Source: an optimization exercise on an open RTL-to-GDS flow (aim: a short achievable clock period and few clock cycles per item). Production flows keep margins and buffers that such runs may drop.
Function was checked by simulation only, so behaviour that the tests miss may differ from the original.
Power figures rest on the tool's default switching activity, not on a simulated workload.

===== flow/config.mk =====
export PLATFORM = sky130hd
export DESIGN_NAME = size_class_block_cache
export DESIGN_NICKNAME = size_class_block_cache
export VERILOG_FILES = /design/flow/design.v
export SDC_FILE = /design/flow/constraint.sdc
export NUM_CORES = 4
export LEC_CHECK = 0
export CAP_MARGIN = 20
export CORE_MARGIN = 2
export CORE_UTILIZATION = 40
export PLACE_DENSITY = 0.6
export SLEW_MARGIN = 20

===== flow/constraint.sdc =====
create_clock -name core_clock -period 9.0 [get_ports {clk}]
set_input_delay 1.8000 -clock core_clock [delete_from_list [all_inputs] [get_ports {clk}]]
set_output_delay 1.8000 -clock core_clock [all_outputs]
set_load 0.01 [all_outputs]

===== flow/design.v =====
`timescale 1ns / 1ps
package sccb_pkg;
	localparam int NUM_CLASSES = 64;
	localparam int NUM_ENTRIES = 32;
	localparam int UNIT_SHIFT = 3;
	localparam int CLS_W = $clog2(NUM_CLASSES);
	localparam int ENT_W = $clog2(NUM_ENTRIES);
	localparam int LNK_W = $clog2(NUM_ENTRIES + 1);
	localparam int HANDLE_W = 48;
	localparam int SIZE_W = 24;
	localparam int BCLS_W = 7;
	localparam int CLS_FULL_W = SIZE_W - UNIT_SHIFT;
	localparam int REQ_W = 25;
	localparam int UNITS_W = 22;
	localparam int APB_ADDR_W = 3;
	localparam int APB_DATA_W = 32;
	localparam logic [APB_ADDR_W-1:0] LIMIT_ADDR = '0;
	localparam logic [UNITS_W-1:0] LIMIT_RESET = 22'd2097152;
	localparam logic [BCLS_W-1:0] OVERSIZED_CODE = 7'd64;
	typedef enum logic [1:0] {
		CMD_ALLOC   = 2'd0,
		CMD_FREE    = 2'd1,
		CMD_COLLECT = 2'd2,
		CMD_RSVD    = 2'd3
	} cmd_t;
	typedef enum logic [2:0] {
		ST_HIT      = 3'd0,
		ST_MISS     = 3'd1,
		ST_CACHED   = 3'd2,
		ST_OVERSIZE = 3'd3,
		ST_FLUSH    = 3'd4,
		ST_CORRUPT  = 3'd5,
		ST_COLLECT  = 3'd6
	} status_t;
	typedef enum logic [2:0] {
		S_IDLE,
		S_LOOKUP,
		S_POP,
		S_FLUSH_RD,
		S_FLUSH_EM,
		S_REREAD,
		S_DONE
	} state_t;
	typedef struct packed {
		cmd_t                cmd;
		logic [SIZE_W-1:0]   size_bytes;
		logic [HANDLE_W-1:0] handle;
		logic [BCLS_W-1:0]   block_class;
		logic                header_ok;
	} in_item_t;
	typedef struct packed {
		status_t             status;
		logic [HANDLE_W-1:0] out_handle;
		logic [BCLS_W-1:0]   size_class;
		logic [REQ_W-1:0]    request_bytes;
		logic [UNITS_W-1:0]  cached_units;
		logic                last;
	} out_item_t;
	typedef struct packed {
		logic             valid;
		out_item_t        item;
	} emit_t;
	typedef struct packed {
		logic             re;
		logic [CLS_W-1:0] raddr;
		logic             we;
		logic [CLS_W-1:0] waddr;
		logic [LNK_W-1:0] wdata;
	} class_req_t;
	typedef struct packed {
		logic             re;
		logic [ENT_W-1:0] raddr;
		logic             we;
		logic [ENT_W-1:0] waddr;
		logic [LNK_W-1:0] wdata;
	} link_req_t;
	typedef struct packed {
		logic                re;
		logic [ENT_W-1:0]    raddr;
		logic                we;
		logic [ENT_W-1:0]    waddr;
		logic [HANDLE_W-1:0] wdata;
	} hdl_req_t;
endpackage
`timescale 1ns / 1ps
module sccb_ram #(
	parameter int DEPTH = 32,
	parameter int WIDTH = 8
) (
	input  logic                     clk,
	input  logic                     we,
	input  logic [$clog2(DEPTH)-1:0] waddr,
	input  logic [WIDTH-1:0]         wdata,
	input  logic                     re,
	input  logic [$clog2(DEPTH)-1:0] raddr,
	output logic [WIDTH-1:0]         rdata
);
	logic [WIDTH-1:0] mem_q [DEPTH];
	logic [WIDTH-1:0] rdata_q;
	always_ff @(posedge clk) begin
		if (we) begin
			mem_q[waddr] <= wdata;
		end
		if (re) begin
			rdata_q <= mem_q[raddr];
		end
	end
	assign rdata = rdata_q;
endmodule
`timescale 1ns / 1ps
module sccb_ctrl (
	input  logic                          clk,
	input  logic                          arst_n,
	input  logic                          in_valid,
	output logic                          in_stall,
	input  sccb_pkg::in_item_t            in_item,
	input  logic                          out_ready,
	output sccb_pkg::emit_t               emit,
	input  logic [sccb_pkg::UNITS_W-1:0]  limit,
	output sccb_pkg::class_req_t          class_req,
	input  logic [sccb_pkg::LNK_W-1:0]    class_rd,
	output sccb_pkg::link_req_t           link_req,
	input  logic [sccb_pkg::LNK_W-1:0]    link_rd,
	output sccb_pkg::hdl_req_t            hdl_req,
	input  logic [sccb_pkg::HANDLE_W-1:0] hdl_rd
);
	localparam int CW = sccb_pkg::CLS_W;
	localparam int EW = sccb_pkg::ENT_W;
	localparam int LW = sccb_pkg::LNK_W;
	localparam int UW = sccb_pkg::UNITS_W;
	localparam int NE = sccb_pkg::NUM_ENTRIES;
	localparam int NC = sccb_pkg::NUM_CLASSES;
	localparam int FW = sccb_pkg::CLS_FULL_W;
	function automatic logic [LW-1:0] link_reset(input logic [EW-1:0] idx);
		logic [LW-1:0] nxt;
		nxt = LW'(idx) + LW'(1);
		if (int'(nxt) < NE) begin
			link_reset = nxt + LW'(1);
		end else begin
			link_reset = '0;
		end
	endfunction
	sccb_pkg::state_t state_q, state_d;
	logic [LW-1:0]    fh_q, fh_d;
	logic [UW-1:0]    total_q, total_d;
	logic [EW-1:0]    cursor_q, cursor_d;
	logic [NC-1:0]    cvalid_q, cvalid_d;
	logic [NE-1:0]    lvalid_q, lvalid_d;
	logic [NE-1:0]    occ_q, occ_d;
	logic             collect_q, collect_d;
	logic             flushed_q, flushed_d;
	sccb_pkg::in_item_t item_q;
	logic [FW-1:0]      cls_q;
	logic [EW-1:0]      pop_e_q, pop_e_d;
	logic [LW-1:0]      pop_head_q, pop_head_d;
	logic [EW-1:0]      lrd_idx_q, lrd_idx_d;
	logic               load;
	logic [sccb_pkg::SIZE_W-1:0] size_m1;
	logic [FW-1:0]      cls_in;
	logic [CW-1:0]      cidx;
	logic [LW-1:0]      class_val;
	logic [LW-1:0]      link_val;
	logic [LW-1:0]      fh_m1;
	logic [EW-1:0]      fh_e;
	logic               cls_big;
	logic [UW-1:0]      dec;
	logic [UW-1:0]      total_sub;
	logic [UW:0]        sum;
	logic [UW-1:0]      total_add;
	logic [UW-1:0]      cls_units;
	assign size_m1 = in_item.size_bytes - sccb_pkg::SIZE_W'(1);
	assign cls_in = (in_item.size_bytes == '0) ? '0 : size_m1[sccb_pkg::SIZE_W-1:sccb_pkg::UNIT_SHIFT];
	assign cidx = (item_q.cmd == sccb_pkg::CMD_ALLOC) ? cls_q[CW-1:0]
		: item_q.block_class[CW-1:0];
	assign class_val = cvalid_q[cidx] ? class_rd : '0;
	assign link_val = lvalid_q[lrd_idx_q] ? link_rd : link_reset(lrd_idx_q);
	assign fh_m1 = fh_q - LW'(1);
	assign fh_e = fh_m1[EW-1:0];
	assign cls_big = int'(cls_q) >= NC;
	assign cls_units = UW'(cls_q) + UW'(2);
	assign dec = cls_units;
	assign total_sub = (total_q >= dec) ? total_q - dec : '0;
	assign sum = {1'b0, total_q} + (UW+1)'(item_q.block_class) + (UW+1)'(2);
	assign total_add = sum[UW] ? '1 : sum[UW-1:0];
	always_comb begin
		state_d = state_q;
		fh_d = fh_q;
		total_d = total_q;
		cursor_d = cursor_q;
		cvalid_d = cvalid_q;
		lvalid_d = lvalid_q;
		occ_d = occ_q;
		collect_d = collect_q;
		flushed_d = flushed_q;
		pop_e_d = pop_e_q;
		pop_head_d = pop_head_q;
		lrd_idx_d = lrd_idx_q;
		load = 1'b0;
		in_stall = 1'b1;
		emit = '0;
		class_req = '0;
		link_req = '0;
		hdl_req = '0;
		unique case (state_q)
			sccb_pkg::S_IDLE: begin
				in_stall = 1'b0;
				if (in_valid) begin
					load = 1'b1;
					unique case (in_item.cmd)
						sccb_pkg::CMD_ALLOC: begin
							class_req.re = 1'b1;
							class_req.raddr = cls_in[CW-1:0];
							state_d = sccb_pkg::S_LOOKUP;
						end
						sccb_pkg::CMD_FREE: begin
							class_req.re = 1'b1;
							class_req.raddr = in_item.block_class[CW-1:0];
							link_req.re = 1'b1;
							link_req.raddr = fh_e;
							lrd_idx_d = fh_e;
							flushed_d = 1'b0;
							state_d = sccb_pkg::S_LOOKUP;
						end
						sccb_pkg::CMD_COLLECT: begin
							collect_d = 1'b1;
							total_d = '0;
							cursor_d = '0;
							state_d = sccb_pkg::S_FLUSH_RD;
						end
						sccb_pkg::CMD_RSVD: begin
							state_d = sccb_pkg::S_IDLE;
						end
					endcase
				end
			end
			sccb_pkg::S_LOOKUP: begin
				if (item_q.cmd == sccb_pkg::CMD_ALLOC) begin
					if (!cls_big && class_val != '0 && int'(class_val) <= NE) begin
						pop_e_d = EW'(class_val - LW'(1));
						pop_head_d = class_val;
						link_req.re = 1'b1;
						link_req.raddr = EW'(class_val - LW'(1));
						hdl_req.re = 1'b1;
						hdl_req.raddr = EW'(class_val - LW'(1));
						lrd_idx_d = EW'(class_val - LW'(1));
						state_d = sccb_pkg::S_POP;
					end else if (out_ready) begin
						emit.valid = 1'b1;
						emit.item.status = sccb_pkg::ST_MISS;
						emit.item.size_class = cls_big ? sccb_pkg::OVERSIZED_CODE
							: sccb_pkg::BCLS_W'(cls_q);
						emit.item.request_bytes = {cls_units, {sccb_pkg::UNIT_SHIFT{1'b0}}};
						emit.item.cached_units = total_q;
						emit.item.last = 1'b1;
						state_d = sccb_pkg::S_IDLE;
					end
				end else if (!item_q.header_ok) begin
					if (out_ready) begin
						emit.valid = 1'b1;
						emit.item.status = sccb_pkg::ST_CORRUPT;
						emit.item.cached_units = total_q;
						emit.item.last = 1'b1;
						state_d = sccb_pkg::S_IDLE;
					end
				end else if (int'(item_q.block_class) >= NC) begin
					if (out_ready) begin
						emit.valid = 1'b1;
						emit.item.status = sccb_pkg::ST_OVERSIZE;
						emit.item.out_handle = item_q.handle;
						emit.item.cached_units = total_q;
						emit.item.last = 1'b1;
						state_d = sccb_pkg::S_IDLE;
					end
				end else if (!flushed_q && (fh_q == '0 || int'(fh_q) > NE || total_q >= limit)) begin
					collect_d = 1'b0;
					total_d = '0;
					cursor_d = '0;
					state_d = sccb_pkg::S_FLUSH_RD;
				end else if (out_ready) begin
					link_req.we = 1'b1;
					link_req.waddr = fh_e;
					link_req.wdata = class_val;
					lvalid_d[fh_e] = 1'b1;
					class_req.we = 1'b1;
					class_req.waddr = item_q.block_class[CW-1:0];
					class_req.wdata = fh_q;
					cvalid_d[item_q.block_class[CW-1:0]] = 1'b1;
					hdl_req.we = 1'b1;
					hdl_req.waddr = fh_e;
					hdl_req.wdata = item_q.handle;
					occ_d[fh_e] = 1'b1;
					fh_d = link_val;
					total_d = total_add;
					flushed_d = 1'b0;
					emit.valid = 1'b1;
					emit.item.status = sccb_pkg::ST_CACHED;
					emit.item.cached_units = total_add;
					emit.item.last = 1'b1;
					state_d = sccb_pkg::S_IDLE;
				end
			end
			sccb_pkg::S_POP: begin
				if (out_ready) begin
					class_req.we = 1'b1;
					class_req.waddr = cls_q[CW-1:0];
					class_req.wdata = link_val;
					cvalid_d[cls_q[CW-1:0]] = 1'b1;
					link_req.we = 1'b1;
					link_req.waddr = pop_e_q;
					link_req.wdata = fh_q;
					lvalid_d[pop_e_q] = 1'b1;
					occ_d[pop_e_q] = 1'b0;
					fh_d = pop_head_q;
					total_d = total_sub;
					emit.valid = 1'b1;
					emit.item.status = sccb_pkg::ST_HIT;
					emit.item.out_handle = hdl_rd;
					emit.item.size_class = sccb_pkg::BCLS_W'(cls_q);
					emit.item.cached_units = total_sub;
					emit.item.last = 1'b1;
					state_d = sccb_pkg::S_IDLE;
				end
			end
			sccb_pkg::S_FLUSH_RD: begin
				hdl_req.re = 1'b1;
				hdl_req.raddr = cursor_q;
				state_d = sccb_pkg::S_FLUSH_EM;
			end
			sccb_pkg::S_FLUSH_EM: begin
				if (!occ_q[cursor_q] || out_ready) begin
					if (occ_q[cursor_q]) begin
						emit.valid = 1'b1;
						emit.item.status = sccb_pkg::ST_FLUSH;
						emit.item.out_handle = hdl_rd;
					end
					if (int'(cursor_q) == NE - 1) begin
						cvalid_d = '0;
						lvalid_d = '0;
						occ_d = '0;
						fh_d = LW'(1);
						total_d = '0;
						cursor_d = '0;
						state_d = collect_q ? sccb_pkg::S_DONE : sccb_pkg::S_REREAD;
					end else begin
						cursor_d = cursor_q + EW'(1);
						state_d = sccb_pkg::S_FLUSH_RD;
					end
				end
			end
			sccb_pkg::S_REREAD: begin
				class_req.re = 1'b1;
				class_req.raddr = item_q.block_class[CW-1:0];
				link_req.re = 1'b1;
				link_req.raddr = fh_e;
				lrd_idx_d = fh_e;
				flushed_d = 1'b1;
				state_d = sccb_pkg::S_LOOKUP;
			end
			sccb_pkg::S_DONE: begin
				if (out_ready) begin
					emit.valid = 1'b1;
					emit.item.status = sccb_pkg::ST_COLLECT;
					emit.item.last = 1'b1;
					state_d = sccb_pkg::S_IDLE;
				end
			end
			default: begin
				state_d = sccb_pkg::S_IDLE;
			end
		endcase
	end
	always_ff @(posedge clk or negedge arst_n) begin
		if (!arst_n) begin
			state_q <= sccb_pkg::S_IDLE;
			fh_q <= LW'(1);
			total_q <= '0;
			cursor_q <= '0;
			cvalid_q <= '0;
			lvalid_q <= '0;
			occ_q <= '0;
			collect_q <= 1'b0;
			flushed_q <= 1'b0;
		end else begin
			state_q <= state_d;
			fh_q <= fh_d;
			total_q <= total_d;
			cursor_q <= cursor_d;
			cvalid_q <= cvalid_d;
			lvalid_q <= lvalid_d;
			occ_q <= occ_d;
			collect_q <= collect_d;
			flushed_q <= flushed_d;
		end
	end
	always_ff @(posedge clk) begin
		if (load) begin
			item_q <= in_item;
			cls_q <= cls_in;
		end
		pop_e_q <= pop_e_d;
		pop_head_q <= pop_head_d;
		lrd_idx_q <= lrd_idx_d;
	end
endmodule
`timescale 1ns / 1ps
module size_class_block_cache (
	input  logic        clk,
	input  logic        arst_n,
	input  logic        in_valid,
	output logic        in_stall,
	input  logic [1:0]  in_cmd,
	input  logic [23:0] in_size_bytes,
	input  logic [47:0] in_handle,
	input  logic [6:0]  in_block_class,
	input  logic        in_header_ok,
	output logic        out_valid,
	input  logic        out_stall,
	output logic [2:0]  out_status,
	output logic [47:0] out_handle,
	output logic [6:0]  out_size_class,
	output logic [24:0] out_request_bytes,
	output logic [21:0] out_cached_units,
	output logic        out_last,
	input  logic        psel,
	input  logic        penable,
	input  logic        pwrite,
	input  logic [2:0]  paddr,
	input  logic [31:0] pwdata,
	output logic [31:0] prdata,
	output logic        pready
);
	sccb_pkg::in_item_t           in_item;
	logic [sccb_pkg::UNITS_W-1:0] limit_q;
	logic                         reg_sel;
	logic                 out_valid_q;
	sccb_pkg::out_item_t  out_item_q;
	logic                 out_ready;
	sccb_pkg::emit_t      emit;
	sccb_pkg::class_req_t class_req;
	sccb_pkg::link_req_t  link_req;
	sccb_pkg::hdl_req_t   hdl_req;
	logic [sccb_pkg::LNK_W-1:0]    class_rd;
	logic [sccb_pkg::LNK_W-1:0]    link_rd;
	logic [sccb_pkg::HANDLE_W-1:0] hdl_rd;
	assign in_item.cmd = sccb_pkg::cmd_t'(in_cmd);
	assign in_item.size_bytes = in_size_bytes;
	assign in_item.handle = in_handle;
	assign in_item.block_class = in_block_class;
	assign in_item.header_ok = in_header_ok;
	assign pready = 1'b1;
	assign reg_sel = (paddr[sccb_pkg::APB_ADDR_W-1] == 1'b0);
	assign prdata = reg_sel ? 32'(limit_q) : '0;
	always_ff @(posedge clk or negedge arst_n) begin
		if (!arst_n) begin
			limit_q <= sccb_pkg::LIMIT_RESET;
		end else if (psel && penable && pwrite && reg_sel) begin
			limit_q <= pwdata[sccb_pkg::UNITS_W-1:0];
		end
	end
	sccb_ctrl u_ctrl (
		.clk       (clk),
		.arst_n    (arst_n),
		.in_valid  (in_valid),
		.in_stall  (in_stall),
		.in_item   (in_item),
		.out_ready (out_ready),
		.emit      (emit),
		.limit     (limit_q),
		.class_req (class_req),
		.class_rd  (class_rd),
		.link_req  (link_req),
		.link_rd   (link_rd),
		.hdl_req   (hdl_req),
		.hdl_rd    (hdl_rd)
	);
	sccb_ram #(
		.DEPTH (sccb_pkg::NUM_CLASSES),
		.WIDTH (sccb_pkg::LNK_W)
	) u_class_heads (
		.clk   (clk),
		.we    (class_req.we),
		.waddr (class_req.waddr),
		.wdata (class_req.wdata),
		.re    (class_req.re),
		.raddr (class_req.raddr),
		.rdata (class_rd)
	);
	sccb_ram #(
		.DEPTH (sccb_pkg::NUM_ENTRIES),
		.WIDTH (sccb_pkg::LNK_W)
	) u_entry_links (
		.clk   (clk),
		.we    (link_req.we),
		.waddr (link_req.waddr),
		.wdata (link_req.wdata),
		.re    (link_req.re),
		.raddr (link_req.raddr),
		.rdata (link_rd)
	);
	sccb_ram #(
		.DEPTH (sccb_pkg::NUM_ENTRIES),
		.WIDTH (sccb_pkg::HANDLE_W)
	) u_entry_handles (
		.clk   (clk),
		.we    (hdl_req.we),
		.waddr (hdl_req.waddr),
		.wdata (hdl_req.wdata),
		.re    (hdl_req.re),
		.raddr (hdl_req.raddr),
		.rdata (hdl_rd)
	);
	assign out_ready = !out_valid_q || !out_stall;
	always_ff @(posedge clk or negedge arst_n) begin
		if (!arst_n) begin
			out_valid_q <= 1'b0;
		end else if (emit.valid) begin
			out_valid_q <= 1'b1;
		end else if (!out_stall) begin
			out_valid_q <= 1'b0;
		end
	end
	always_ff @(posedge clk) begin
		if (emit.valid) begin
			out_item_q <= emit.item;
		end
	end
	assign out_valid = out_valid_q;
	assign out_status = out_item_q.status;
	assign out_handle = out_item_q.out_handle;
	assign out_size_class = out_item_q.size_class;
	assign out_request_bytes = out_item_q.request_bytes;
	assign out_cached_units = out_item_q.cached_units;
	assign out_last = out_item_q.last;
endmodule

===== flow/run.sh =====
#!/bin/bash
# synth_recipe.tcl (not shown) runs the flow's synth.tcl, then flattens the netlist and writes it again
# the make line also repeats each setting of config.mk as NAME=value (left out here)
make -C /OpenROAD-flow-scripts/flow DESIGN_CONFIG=/design/flow/config.mk WORK_HOME=/design/flow/orfs CLKGATE_MAP_FILE= SYNTH_SCRIPT=/design/flow/synth_recipe.tcl finish

==> flow_metrics.py <==
metrics = {
    "sta": {
        "setup_viol": 0,
        "slew-limit-headroom_pct": 19.8,
        "tightestPinTransition_ps": 1200,
        "finalMaxSlewViolations": 0,
        "clock-skew-final_ps": 116,
        "finalSetupTns_ps": 0,
        "grt_setup_unrepaired": "no",
        "max_freq_mhz": 124,
        "finalCritPeriodShare_pct": 89.8,
        "fin_crit_ps": 8080,
        "hold_viol_final": 0,
    },
    "drt": {
        "routed_wl_um": 319000,
        "vias": 71900,
        "drc": 0,
        "ant_nets": 0,
        "routedWlPerCell_um": 25.9,
        "routed_via_density": 5.84,
        "dr.pass1.iters": 6,
        "dr.first_iter.drc_count": 8517,
    },
    "floorplan": {
        "coreArea_sq_um": 274000,
        "rows": 192,
        "die_height_um": 528,
        "io_pins": 265,
        "dieArea_sq_um": 279000,
        "die_w_um": 528,
        "initial_utilization_pct": 40.2,
    },
    "logic_synthesis": {
        "yosys.cell_types.count": 104,
        "syn-mean-instance-area_sq_um": 13.3,
        "synthArstFlopShare_pct": 7.39,
        "ys_seq_area_share_pct": 69.0,
        "synth-edff-count": 2370,
        "netlist_instances": 8257,
        "syn-cell-area_sq_um": 110000,
        "synthFlopType": "edfxtp_1",
        "synth_seq_cells": 2559,
        "yosys_warnings": 5,
    },
    "placed_design": {
        "dp_hpwl_um": 186000,
        "dp_cells": 11800,
        "port_buffers": 238,
        "place.gp.congestion": 0.894,
    },
    "global_route": {
        "antenna_found_initial": 13,
        "grt_util_all_layers_pct": 22.2,
        "grt_pass1_vias": 69200,
        "grtUsageMet3_pct": 3.77,
        "grtUsageMet1_pct": 31.2,
        "grt-ovfl-total": 0,
        "grt_util_met2_pct": 35.2,
        "grt_pass1_wl_um": 465000,
        "busiest_layer": "met2",
        "grt_max_degree": 145,
    },
    "power": {
        "seqPwrFrac_pct": 45.9,
        "power.density_nw_per_um2": 253,
        "combPwrFrac_pct": 19.0,
        "power_mw": 32.0,
        "peakVddDrop_uv": 211,
        "power.leakage_nw": 43.2,
        "p_sw_share_pct": 29.6,
        "pwr-share-clk_pct": 35.1,
        "internal_power_mw": 22.5,
        "p_sw_mw": 9.47,
    },
    "final_layout": {
        "fin_util_pct": 46.1,
        "n_fill_cell": 24000,
        "multi_input_comb_area_sq_um": 32000,
        "drive_above_1_share_pct": 10.9,
        "seq_area_sq_um": 75900,
        "syn_to_final_growth_pct": 14.7,
        "finalNetCount": 8703,
        "final_cells": 12300,
    },
    "clock_tree": {
        "tritoncts": "built",
        "htree_num_levels": 5,
        "cts_buffer_depth": 4,
        "cts_setup_buffers": 0,
        "clk-insertion-delay-late_ps": 920,
        "cts_hold_buf": 0,
        "numCtsBuffers": 278,
        "clkSlewWorstSetupHoldPaths_ps": 70,
        "cts_resized": 0,
        "cts-root-buf": "clkbuf_16",
        "numClockSinks": 2559,
    },
    "flow_run": {
        "drv_cap": 0,
    },
    "critical_path": {
        "reg2reg_from": "u_ctrl.item_q[81]$_DFFE_PP_",
        "worst-path-max-fanout": 53,
        "crit_type": "register to register",
        "ff2ff_path_depth": 22,
        "cp.required_ps": 9670,
        "rr_endpoint": "u_entry_handles.rdata_q[20]$_DFFE_PP_",
        "crit_end": "u_entry_handles.rdata_q[20]$_DFFE_PP_",
        "startpoint": "u_ctrl.item_q[81]$_DFFE_PP_",
        "critPathLaunchType": "register",
        "r2r_setup_slack_ps": 920,
        "endpoint_kind": "register",
        "worst_ep_arrival_time_ps": 8750,
    },
    "hold_path": {
        "hold_path.class": "register to register",
    },
    "run_status": {
        "status": "no timing/DRC/antenna violations",
    },
}
==> logic make-up after synthesis <==
family	synth area share [%]
adder cells (fa/ha/maj)	0.969
AO/OA/AOI/OAI	9.08
other	0.00683
AND/OR/NAND/NOR	11.3
flip-flops	69.0
multiplexers	6.55
buffers and inverters	2.42
XOR/XNOR	0.669
==> state kept, by name, indices dropped and copies added (netlist names), 6 cells and up <==
| register | flops |
|---|---|
| limit_q | 22 |
| u_class_heads.mem_q | 384 |
| u_entry_handles.rdata_q | 48 |
| u_entry_links.rdata_q | 6 |
| u_ctrl.item_q | 58 |
| u_entry_handles.mem_q | 1536 |
| u_entry_links.mem_q | 192 |
| u_ctrl.lvalid_q | 32 |
| u_ctrl.occ_q | 32 |
| out_item_q | 103 |
| u_ctrl.fh_q | 6 |
| u_ctrl.pop_head_q | 6 |
| u_ctrl.cls_q | 21 |
| u_ctrl.total_q | 22 |
| u_class_heads.rdata_q | 6 |
| u_ctrl.cvalid_q | 64 |
==> critical path, stage by stage, from the launching register on <==
cell and delay (ps):
edfxtp_1 580, or3b_4 610, nand2_2 420, mux2_2 390, a2111oi_1 790, nand3_1 350, a21oi_2 430, nor2_1 200
nand2_1 180, ha_1 310, nand3_1 160, nor2_1 190, or3_1 160, a211o_1 250, buf_4 270, o31a_2 710
buf_4 350, buf_12 310, nand2_1 80, and3_1 170, o31ai_1 340, o211ai_1 170, a221oi_2 390
==> cells in the final DEF, fill, tap and decap left out, types with 177 or more instances in the layout <==
cell type	instances
clkbuf_16	281
clkdlybuf4s50_1	237
buf_4	177
dfrtp_1	187
mux2i_1	456
edfxtp_1	2370
nor2_1	406
o21ai_0	355
a21oi_1	369
and3_1	297
a311oi_1	216
nand2_1	1461
nand3_1	256
==> final cells by class <==
type	count	share of cell area [%]
clock inverter	146	1.19
antenna	5	0.00992
timing repair buffer	457	3.64
multi-input combinational	5128	25.4
inverter	71	0.213
sequential	2559	60.2
clock buffer	350	5.83
tap	3589	3.56
==> worst min-delay path by stage <==
stage                                         from                          to  cells after the start
floorplan           u_ctrl.pop_head_q[1]$_DFFE_PP_  u_ctrl.fh_q[1]$_DFFE_PN0P_                      2
global placement    u_ctrl.pop_head_q[1]$_DFFE_PP_  u_ctrl.fh_q[1]$_DFFE_PN0P_                      2
detailed placement  u_ctrl.pop_head_q[1]$_DFFE_PP_  u_ctrl.fh_q[1]$_DFFE_PN0P_                      2
CTS                 u_ctrl.pop_head_q[1]$_DFFE_PP_  u_ctrl.fh_q[1]$_DFFE_PN0P_                      2
global route               limit_q[19]$_DFFE_PN0P_     limit_q[19]$_DFFE_PN0P_                      1
finish              u_ctrl.pop_head_q[1]$_DFFE_PP_  u_ctrl.fh_q[1]$_DFFE_PN0P_                      2
==> synth_stat cells, drive strengths merged, types with 68 or more instances <==
| cell | number | area (sq um) |
|---|---|---|
| a311oi | 216 | 1890 |
| ha | 82 | 1030 |
| buf | 208 | 1250 |
| a21oi | 370 | 1860 |
| mux2i | 456 | 4560 |
| nor3 | 96 | 532 |
| o21ai | 381 | 1910 |
| nand2 | 1466 | 5510 |
| nor2 | 447 | 1680 |
| and3 | 309 | 1930 |
| edfxtp | 2370 | 71200 |
| dfrtp | 187 | 4680 |
| nand3 | 256 | 1280 |
| inv | 71 | 267 |
| mux2 | 186 | 2140 |
| a31oi | 71 | 444 |
| clkbuf | 303 | 1150 |
| a221oi | 68 | 714 |
==> power groups by stage <==
| stage | Combinational (mW) | Clock (mW) | Sequential (mW) |
|---|---|---|---|
| 2_1_floorplan | 3.48 | 0 | 14.7 |
| 5_1_grt | 6.54 | 11.9 | 14.7 |
| 6_report | 6.08 | 11.2 | 14.7 |
| 4_1_cts | 6.00 | 11.4 | 14.7 |
| 3_5_place_dp | 5.97 | 0 | 14.9 |
| 3_3_place_gp | 5.87 | 0 | 14.9 |
==> stage by stage <==
step,hold WS [ps],cell area [sq um],setup WS [ps]
after floorplan,453,110000,2350
after global placement,475,117000,1090
after detailed placement,484,117000,946
after CTS,498,126000,924
after global routing,513,126000,452
final,501,126000,917
==> routing by layer <==
| metal | vias up | routed length (um) |
|---|---|---|
| met3 | 549 | 26700 |
| met1 | 36400 | 136000 |
| li1 | 31600 | - |
| met2 | 3251 | 147000 |
| met4 | 4 | 9330 |
| met5 | - | 22 |
Testbench counts, summed over its fixed seeds: cycles 64,038, items 16,000.

static timing again, ports no longer ideal:
No port has a modelled driver above. Below, the same layout with a new extraction and two added sets of constraints. Step 1: set_driving_cell puts a clkbuf_16 on clk and a buf_2 on each other input, an assumption about the parent block. Step 2 times the ports against the registers' clock, not the clock port: input delays grow and output delays shrink by t, the midpoint of the rising clock arrivals with the driver on. Slacks: ideal / step 1 / step 2; pairs: ideal / step 1.
t, ns: 0.956
slack for setup (ns): 0.917 / 0.917 / 0.917
hold WS [ns]: 0.501 / 0.501 / 0.501
worst setup path after step 2: register to register
pins driven straight from the clock port: 1
After both steps setup and hold are still met in this run. For this run, drivers alone change the setup slack by 0.000 ns; drivers and shift together by 0.000 ns.
